This design comes from an exercise in tuning for small area, a short achievable clock period and few clock cycles per item on the open sky130 flow, not from production work.
Only simulation tests tie the RTL to the original design; equivalence was not proved.

Design nearest_neighbor_multi_metric, start of the top module:
module nearest_neighbor_multi_metric #(
	parameter int VECTOR_LEN = 64,
	parameter int MAX_ROWS = 1024
) (
	input  logic clk,
	input  logic arst_n,
	input  logic psel,
	input  logic penable,
	input  logic pwrite,
	input  logic [1:0] paddr,
	input  logic [31:0] pwdata,
	output logic [31:0] prdata,
	output logic pready,
	input  logic in_valid,
	output logic in_ready,
	input  logic signed [15:0] feature_value,
	input  logic is_query,
	input  logic last_element,
	input  logic last_row,
	output logic out_valid,
	input  logic out_ready,
	output logic signed [40:0] score,
	output logic [9:0] row_index,
	output logic [9:0] best_index,
	output logic is_final
);
==> flow/config.mk <==
export PLATFORM = sky130hd
export DESIGN_NAME = nearest_neighbor_multi_metric
export DESIGN_NICKNAME = nearest_neighbor_multi_metric
export VERILOG_FILES = /design/flow/design.v
export SDC_FILE = /design/flow/constraint.sdc
export NUM_CORES = 4
export LEC_CHECK = 0
export CAP_MARGIN = 35
export CORE_MARGIN = 2
export CORE_UTILIZATION = 50
export CTS_BUF_LIST = sky130_fd_sc_hd__clkbuf_4 sky130_fd_sc_hd__clkbuf_8 sky130_fd_sc_hd__clkbuf_16
export SLEW_MARGIN = 35
==> flow/constraint.sdc <==
create_clock -name core_clock -period 11.0 [get_ports {clk}]
set_input_delay 2.2000 -clock core_clock [delete_from_list [all_inputs] [get_ports {clk}]]
set_output_delay 2.2000 -clock core_clock [all_outputs]
set_load 0.01 [all_outputs]
standard.sh (not shown) runs the stock make flow with config.mk's settings and CLKGATE_MAP_FILE= SYNTH_SCRIPT=/design/flow/synth_recipe.tcl, a recipe that flattens the netlist after the stock synthesis.
==> flow/flow/run.sh <==
#!/bin/bash
set -euo pipefail
export SETUP_SLACK_MARGIN=7.3
bash standard.sh > standard_flow.log 2>&1
Testbench counts at the start, summed over its fixed seeds: cycles 41,860, items 598.
Edit:
CORE_UTILIZATION = 40   (was 50)
CTS_BUF_LIST = unset   (was sky130_fd_sc_hd__clkbuf_4 sky130_fd_sc_hd__clkbuf_8 sky130_fd_sc_hd__clkbuf_16)
Register-to-register slack improved by 0.02 ns.
Cell area rose by 0.51%.
Sequential cell count does not change.
First-iteration DRC count rose by 8.4%.
Clock-buffer cell count fell by 8.
Die area rose by 25%.
Fmax fell by 0.54%.
Routed wire length rose by 1.2%.
Edit:
CORE_UTILIZATION = 50   (was 40)
The changed run went through all stages and came out clean.
Cell area shrinks by 0.90%.
Utilization is higher by 11 points.
Clock-buffer cell count rises by 8.
Wire length goes down by 1.3%.
Setup slack gains 0.027 ns.
Register-to-register slack improves by 0.02 ns.
Clock skew goes down by 0.0063 ns.
Edit:
CORE_UTILIZATION = 40   (was 50)
CTS_CLUSTER_SIZE = 60   (was unset)
Effect:
- The new run finished clean
- design area is higher slightly
- utilization is lower by 11 points
- die area is higher by a quarter to a third
- sequential share of layout area is lower by 0.43 points
- non-clock buffer count is lower by 10
- count of clock-buffer cells in the layout is lower by 8
- wire length is higher slightly
- setup slack gets worse by 0.027 ns
- synthesized cell count does not change
- area after synthesis stays the same

* * *

Starting RTL as in the previous note.
## nearest_neighbor_multi_metric
module nearest_neighbor_multi_metric #(
	parameter int VECTOR_LEN = 64,
	parameter int MAX_ROWS = 1024
) (
	input  logic clk,
	input  logic arst_n,
	input  logic psel,
	input  logic penable,
	input  logic pwrite,
	input  logic [1:0] paddr,
	input  logic [31:0] pwdata,
	output logic [31:0] prdata,
	output logic pready,
	input  logic in_valid,
	output logic in_ready,
	input  logic signed [15:0] feature_value,
	input  logic is_query,
	input  logic last_element,
	input  logic last_row,
	output logic out_valid,
	input  logic out_ready,
	output logic signed [40:0] score,
	output logic [9:0] row_index,
	output logic [9:0] best_index,
	output logic is_final
);
export LEC_CHECK = 0
export CAP_MARGIN = 35
export CORE_MARGIN = 2
export CORE_UTILIZATION = 40
export CTS_CLUSTER_DIAMETER = 400
export SLEW_MARGIN = 35
create_clock -name core_clock -period 11.0 [get_ports {clk}]
Scripts as last shown in full above: flow/flow/run.sh
Testbench counts at the start, summed over its fixed seeds: cycles 41,860, items 598.
==> next run, changes <==
CORE_UTILIZATION = 70   (was 40)
CTS_CLUSTER_DIAMETER = default   (was 400)
Effect: Via count increases by 8.2%. Worst hold slack is about the same. Sequential share of layout area rose by 0.95 points. Die area falls by 43%. Clock-buffer cell count decreases by 13. First-iteration DRC count increases by 71%.
==> next run, changes <==
CORE_UTILIZATION = 50   (was 70)
PLACE_DENSITY = 0.7   (was default)
What happened:
- The new run produced a clean layout
- wire length goes down by about 12%
- area after synthesis is unchanged
- maximum frequency goes up by about 7%
- via count goes down by 6.6%

* * *

nearest_neighbor_multi_metric again, from the RTL that the note above started with.
Settings: LEC_CHECK=0, CAP_MARGIN=10, CORE_MARGIN=2, CORE_UTILIZATION=40, SLEW_MARGIN=10; clock period 11.0 ns.
Scripts as last shown in full above: flow/flow/run.sh
Testbench counts at the start, summed over its fixed seeds: cycles 41,860, items 598.
Rerun with:
- CAP_MARGIN: 10 -> 35
- CORE_UTILIZATION: 40 -> 60
- SLEW_MARGIN: 10 -> 35
What happened: The changed run passed the timing, DRC and antenna checks; setup slack improves by 0.037 ns; global-route usage went up by 8.8 points; core utilization rises by 22 points; die area drops by 33%; sequential share of layout area went up by 0.83 points; wire length shrinks by 1.9%; design area falls by 1.7%.

* * *

nearest_neighbor_multi_metric again, from the RTL that the note above started with.
export LEC_CHECK = 0
export CAP_MARGIN = 35
export CORE_MARGIN = 2
export CORE_UTILIZATION = 40
export CTS_CLUSTER_DIAMETER = 200
export SLEW_MARGIN = 35
create_clock -name core_clock -period 11.0 [get_ports {clk}]
Scripts as last shown in full above: flow/flow/run.sh
Testbench counts at the start, summed over its fixed seeds: cycles 41,860, items 598.
Edit:
==> flow/flow/run.sh (replaced) <==
#!/bin/bash
set -euo pipefail
export SETUP_SLACK_MARGIN=7.35
bash standard.sh > standard_flow.log 2>&1
Settings changed: CORE_UTILIZATION 40 to 60, CTS_CLUSTER_DIAMETER 200 to not set.
What happened: Global-route usage is higher by 8.5 points. Worst setup slack loses 0.050 ns. Design area is lower by 0.69%. Core utilization is higher by 23 points. Via count is higher by 0.47%. Fmax is lower by about 1.3%. Wire length is lower by about 2.8%. Hold slack loses 0.0061 ns.
Edit:
==> flow/flow/run.sh (replaced) <==
#!/bin/bash
set -euo pipefail
export SETUP_SLACK_MARGIN=7.3
bash standard.sh > standard_flow.log 2>&1
Settings changed: CORE_UTILIZATION 60 to 40, CTS_CLUSTER_SIZE set to 30.
Result:
- die area rose by 49%
- area after synthesis does not change
- wire length rose by about 3%

* * *

== oak ==
nearest_neighbor_multi_metric, a different RTL version from the one above (not shown whole).
For scale: about 6800 cells after synthesis, about 77000 µm² of cells after synthesis.
clock: 11.0 ns
lec_check: 0
abc_clock_period_in_ps: 4000
cap_margin: 35
core_margin: 2
core_utilization: 40
setup_slack_margin: 5
slew_margin: 35
run.sh (not shown) runs the stock make flow with config.mk's settings and CLKGATE_MAP_FILE= SYNTH_SCRIPT=/design/flow/synth_recipe.tcl, a recipe that flattens the netlist after the stock synthesis.
Stock flow here: none of the scripts above is used.
Every stage of the flow completed for oak, and the final layout passed the timing, DRC and antenna checks.
Testbench counts of oak, summed over its fixed seeds: cycles 41,860, items 598.
diff inputs: oak => pine
Settings: ABC_CLOCK_PERIOD_IN_PS removed (was 4000); SETUP_SLACK_MARGIN removed (was 5).
Findings:
pine | status: complete | timing, DRC, antenna: pass. Going from oak to pine, number of antenna violations at the first check in global routing went down by 1, relative max-transition margin fell 4.2 points, DRC marker count from the first detailed-route iteration now smaller, share of final layout cell area taken by clock buffers and inverters +0.24 points. Delta (pine minus oak): number of cells upsized or downsized after cts moved down, total area of multi-input combinational cells moved down. Between pine and oak, it is pine whose signal arrival time at the worst endpoint is higher, by 1.13 ns.

* * *

## P
Another version of the RTL of nearest_neighbor_multi_metric (not shown whole).
For scale: ~6,100 cells after synthesis, ~1,800 flip-flops, about 160 I/O pins, ~70,000 sq um of cells after synthesis.
clock: 11.0 ns
lec_check: 0
cap_margin: 35
core_margin: 2
core_utilization: 40
slew_margin: 35
standard.sh (not shown) runs the stock make flow with config.mk's settings and CLKGATE_MAP_FILE= SYNTH_SCRIPT=/design/flow/synth_recipe.tcl, a recipe that flattens the netlist after the stock synthesis.
==> flow/flow/run.sh <==
#!/bin/bash
set -euo pipefail
export SETUP_SLACK_MARGIN=7.8
bash standard.sh > standard_flow.log 2>&1
Testbench counts of P, summed over its fixed seeds: cycles 41,860, items 598.
Here is what was changed in the inputs of Q compared with P.
- an added SETUP_SLACK_MARGIN of 5
- a change of CORE_UTILIZATION from 40 to 65
==> flow/run.sh (new file) <==
#!/bin/bash
# synth_recipe.tcl (not shown) runs the flow's synth.tcl, then flattens the netlist and writes it again
# the make line also repeats each setting of config.mk as NAME=value (left out here)
make -C /OpenROAD-flow-scripts/flow DESIGN_CONFIG=/design/flow/config.mk WORK_HOME=/design/flow/orfs CLKGATE_MAP_FILE= SYNTH_SCRIPT=/design/flow/synth_recipe.tcl finish
removed: flow/flow/run.sh
removed: flow/standard.sh
--- outcome ---
- Taking P as the reference, in Q non-clock buffer count decreased 427, routed wire length decreased 6.3%.
- The critical path class comes out flip-flop to output port in one run and flip-flop to flip-flop in the other, namely in P and Q respectively.
Changes in R relative to Q:
- a change of CORE_UTILIZATION from 65 to 40
- an added ABC_CLOCK_PERIOD_IN_PS of 2000
--- outcome ---
Taking Q as the reference, in R final design instance area without fill up 2.0%, final cell count up 952, achievable frequency up 13 MHz.
For Q and R, there was not a single run that failed to finish clean.
The higher non-clock buffer instance count of the final layout of Q and R is in R.
Re worst slew margin relative to its limit: Q and R aren't equal, and the higher value belongs to R.
Routed wire length shrinks slightly when moving from Q to R.
met4 as the top routing layer in use was reported by R, and met5 by Q.
diff inputs: R => S
- setting CTS_BUF_LIST to sky130_fd_sc_hd__clkbuf_8 for the first time
- removing SETUP_SLACK_MARGIN (formerly 5)
- removing ABC_CLOCK_PERIOD_IN_PS (formerly 2000)
==> flow/flow/run.sh (new file) <==
#!/bin/bash
set -euo pipefail
export SETUP_SLACK_MARGIN=7.3
bash standard.sh > standard_flow.log 2>&1
==> flow/standard.sh (new file) <==
#!/bin/bash
# synth_recipe.tcl (not shown) runs the flow's synth.tcl, then flattens the netlist and writes it again
# the make line also repeats each setting of config.mk as NAME=value (left out here)
make -C /OpenROAD-flow-scripts/flow DESIGN_CONFIG=/design/flow/config.mk WORK_HOME=/design/flow/orfs CLKGATE_MAP_FILE= SYNTH_SCRIPT=/design/flow/synth_recipe.tcl "${@:-finish}"
removed: flow/run.sh
Results
Delta (S minus R): total of fill cells in the finished design rose about 0.7%, clock-buffer cell count rose 87, core area about even. On final hold slack: between S and R, it ends up lower for S. For the post-layout minimum cycle time, S came in 0.68 ns lower than R did. Changes observed in S relative to R: sequential share of layout area closely matched the old numbers, detailed-routing wirelength on met1 stayed essentially flat, clock tree buffer depth now sits higher.
## Diff of input files: T against S
- an added CTS_CLUSTER_SIZE of 20
- a change of CTS_BUF_LIST from sky130_fd_sc_hd__clkbuf_8 to sky130_fd_sc_hd__clkbuf_4
### Flow results
Taking S as the reference point, the global routing usage on met2 of T rises by 0.25 points. Delta (T minus S): count of clock-net buffers in the final layout went up about 100%, first-pass GRT wire length went up about 0.7%, share of final-layout standard cells stronger than drive strength 1 went up 4.1 points, post-cts repair resize count went up 2.9%.

* * *

JK:
RTL: one of the versions met above, not the one the previous note started from.
Size: ~6100 cells after synthesis, ~1700 flip-flops.
Design nearest_neighbor_multi_metric, start of the top module:
module nearest_neighbor_multi_metric #(
	parameter int VECTOR_LEN = 64,
	parameter int MAX_ROWS = 1024
) (
	input  logic clk,
	input  logic arst_n,
	input  logic psel,
	input  logic penable,
	input  logic pwrite,
	input  logic [1:0] paddr,
	input  logic [31:0] pwdata,
	output logic [31:0] prdata,
	output logic pready,
	input  logic in_valid,
	output logic in_ready,
	input  logic signed [15:0] feature_value,
	input  logic is_query,
	input  logic last_element,
	input  logic last_row,
	output logic out_valid,
	input  logic out_ready,
	output logic signed [40:0] score,
	output logic [9:0] row_index,
	output logic [9:0] best_index,
	output logic is_final
);
Settings: LEC_CHECK=0, CAP_MARGIN=35, CORE_MARGIN=2, CORE_UTILIZATION=50, CTS_BUF_LIST=sky130_fd_sc_hd__clkbuf_8 sky130_fd_sc_hd__clkbuf_16, SLEW_MARGIN=35; clock period 11.0 ns.
==> flow/flow/run.sh <==
#!/bin/bash
set -euo pipefail
export SETUP_SLACK_MARGIN=7.3
bash standard.sh > standard_flow.log 2>&1
JK ran to completion and came out clean on the timing, DRC and antenna checks.
Testbench counts of JK, summed over its fixed seeds: cycles 41,860, items 598.
Inputs modified between JK and MS:
Settings: CTS_BUF_LIST removed (was sky130_fd_sc_hd__clkbuf_8 sky130_fd_sc_hd__clkbuf_16).
--- a/flow/flow/run.sh
+++ b/flow/flow/run.sh
@@ -3,2 +3,3 @@
 export SETUP_SLACK_MARGIN=7.3
+export CTS_ARGS="-sink_clustering_enable -repair_clock_nets -sink_buffer_max_cap_derate 0.03"
 bash standard.sh > standard_flow.log 2>&1
[summary]
In MS the met3 wire length turned out 3.1% higher than in JK.
Changes observed in MS relative to JK: number of buffers on the longest clock path shows no meaningful change, setup slack shows an increase of 0.0072 ns, total instance count after detailed placement shows no meaningful change.
Maximum achievable frequency delta (MS -> JK): insignificant
Status: global-route wire length before repair parity (JK, MS)
Compared with JK, clock-buffer cell count in MS increased by more than a quarter.
Any difference in final cell area excluding filler cells between MS and JK is small enough to ignore.
Comparing MS with JK, the routed wire length came out essentially unchanged.
The final reports for MS and JK show layout buffer count excluding clock buffers lower in the former.

* * *

lagoon:
nearest_neighbor_multi_metric with an RTL version that a note above also has.
Size in the first run: about 1800 flip-flops, about 70000 µm² of cells after synthesis.
==> flow/config.mk <==
export PLATFORM = sky130hd
export DESIGN_NAME = nearest_neighbor_multi_metric
export DESIGN_NICKNAME = nearest_neighbor_multi_metric
export VERILOG_FILES = /design/flow/design.v
export SDC_FILE = /design/flow/constraint.sdc
export NUM_CORES = 4
export LEC_CHECK = 0
export ABC_CLOCK_PERIOD_IN_PS = 4000
export CAP_MARGIN = 35
export CORE_MARGIN = 2
export CORE_UTILIZATION = 40
export SETUP_SLACK_MARGIN = 5
export SLEW_MARGIN = 35
==> flow/constraint.sdc <==
create_clock -name core_clock -period 11.0 [get_ports {clk}]
set_input_delay 2.2000 -clock core_clock [delete_from_list [all_inputs] [get_ports {clk}]]
set_output_delay 2.2000 -clock core_clock [all_outputs]
set_load 0.01 [all_outputs]
run.sh (not shown) runs the stock make flow with config.mk's settings and CLKGATE_MAP_FILE= SYNTH_SCRIPT=/design/flow/synth_recipe.tcl, a recipe that flattens the netlist after the stock synthesis.
Stock flow here: none of the scripts above is used.
Testbench counts of lagoon, summed over its fixed seeds: cycles 41,860, items 598.
diff inputs: lagoon => ember
- ABC_CLOCK_PERIOD_IN_PS removed (was 4000)
- SETUP_SLACK_MARGIN removed (was 5)
==> flow/flow/run.sh (new file) <==
#!/bin/bash
set -euo pipefail
export SETUP_SLACK_MARGIN=7.5
bash standard.sh > standard_flow.log 2>&1
==> flow/standard.sh (new file) <==
#!/bin/bash
# synth_recipe.tcl (not shown) runs the flow's synth.tcl, then flattens the netlist and writes it again
# the make line also repeats each setting of config.mk as NAME=value (left out here)
make -C /OpenROAD-flow-scripts/flow DESIGN_CONFIG=/design/flow/config.mk WORK_HOME=/design/flow/orfs CLKGATE_MAP_FILE= SYNTH_SCRIPT=/design/flow/synth_recipe.tcl "${@:-finish}"
removed: flow/run.sh
[summary]
Critical path required time came out lower on ember than on lagoon.
Between lagoon and ember, the register-to-register path setup slack is higher for ember.
Going from lagoon to ember, finished layout cell area grew by a few percent.
Re critical path depth: lagoon was higher than ember.
[compare] base=lagoon new=ember: synthesis-to-layout area growth rose by 4.0 points, post-synthesis instance area held.
Setup changes, ember to tundra
==> flow/flow/run.sh <==
#!/bin/bash
set -euo pipefail
export SETUP_SLACK_MARGIN=8.3
bash standard.sh > standard_flow.log 2>&1
tundra: flow completed, timing, DRC and antenna clean. Delta (tundra minus ember): share of the clock period used by the worst path after layout went down 1.3 points; maximum net fanout on the critical path shows an increase of 3; hold slack saw an increase. ember -> tundra: insertion delay of the later-clocked pin in the worst-skew pair flat. Initial antenna violation count was higher in the run labelled ember. Where register-to-register slack is concerned, ember is outperformed by tundra. Compared with ember, tundra has extra setup slack.
> inputs changed (tundra -> delta)
==> flow/flow/run.sh <==
#!/bin/bash
set -euo pipefail
export SETUP_SLACK_MARGIN=7.3
bash standard.sh > standard_flow.log 2>&1
- delta and tundra all finish clean.
- delta ends up with a length in cells of the worst reg-to-reg path that is 5 lower than in tundra.
- tundra → delta: number of multi-input combinational cells in the layout held, largest fanout on the critical path dropped 3, sum of net half-perimeters after detailed placement higher.

[what the ideal ports hide]
How much do the figures lean on ideal ports? The routed layouts below were timed once more, with nothing changed but the port constraints.
Step 1 sets driving cells, clkbuf_16 on the clock port and buf_2 on the other inputs (assumed; they add their load-dependent delay and slew).
Step 2 adds t to the input delays and takes it off the output delays; t is the mean of the earliest and latest rising clock arrival at the registers after step 1. Input paths then give back, and output paths get back, about the clock's delay inside the block.
Slacks: no drivers / after step 1 / after step 2; pairs: no drivers / after step 1.
run | shift t [ns] | setup slack, ns | hold WS [ns] | cell pins on the clock port's net
the first run of note 1 | 0.859 | 7.282 / 7.207 / 7.131 | 0.282 / 0.282 / 0.282 | 1
the second run of note 1 | 0.887 | 7.261 / 7.181 / 7.162 | 0.307 / 0.307 / 0.307 | 1
the third run of note 1 | 0.856 | 7.289 / 7.215 / 7.129 | 0.284 / 0.284 / 0.284 | 1
the fourth run of note 1 | 0.887 | 7.261 / 7.181 / 7.162 | 0.307 / 0.307 / 0.307 | 1
the first run of note 2 | 0.887 | 7.261 / 7.181 / 7.162 | 0.307 / 0.307 / 0.307 | 1
the second run of note 2 | 0.856 | 6.987 / 6.987 / 6.987 | 0.304 / 0.304 / 0.304 | 1
the third run of note 2 | 0.869 | 7.257 / 7.183 / 6.983 | 0.291 / 0.291 / 0.291 | 1
the first run of note 3 | 0.873 | 7.251 / 7.172 / 7.163 | 0.313 / 0.313 / 0.313 | 1
the second run of note 3 | 0.847 | 7.288 / 7.208 / 7.157 | 0.289 / 0.289 / 0.289 | 1
the first run of note 4 | 0.887 | 7.261 / 7.181 / 7.162 | 0.307 / 0.307 / 0.307 | 1
the second run of note 4 | 0.851 | 7.211 / 7.128 / 7.153 | 0.301 / 0.301 / 0.301 | 1
the third run of note 4 | 0.887 | 7.261 / 7.181 / 7.162 | 0.307 / 0.307 / 0.307 | 1
oak | 0.884 | 4.680 / 4.680 / 4.680 | 0.293 / 0.293 / 0.293 | 1
pine | 0.874 | 3.539 / 3.539 / 3.539 | 0.294 / 0.294 / 0.294 | 1
P | 0.877 | 7.286 / 7.204 / 6.998 | 0.293 / 0.293 / 0.293 | 1
Q | 0.857 | 6.078 / 6.078 / 6.078 | 0.280 / 0.280 / 0.280 | 1
R | 0.885 | 6.373 / 6.373 / 6.165 | 0.314 / 0.314 / 0.314 | 1
S | 1.038 | 7.057 / 6.975 / 6.740 | 0.275 / 0.275 / 0.275 | 1
T | 1.374 | 6.727 / 6.647 / 6.726 | 0.221 / 0.221 / 0.221 | 1
JK | 0.857 | 7.282 / 7.207 / 7.130 | 0.284 / 0.284 / 0.284 | 1
MS | 0.856 | 7.289 / 7.215 / 7.129 | 0.284 / 0.284 / 0.284 | 1
lagoon | 0.885 | 6.373 / 6.373 / 6.165 | 0.314 / 0.314 / 0.314 | 1
ember | 0.869 | 7.262 / 7.181 / 6.723 | 0.280 / 0.280 / 0.280 | 1
tundra | 0.876 | 7.405 / 7.322 / 7.120 | 0.285 / 0.285 / 0.285 | 1
delta | 0.861 | 7.269 / 7.186 / 6.744 | 0.312 / 0.312 / 0.312 | 1
After both steps setup and hold are still met in every run listed. For ember, which loses most, drivers alone change the setup slack by -0.081 ns; drivers and shift together by -0.539 ns.
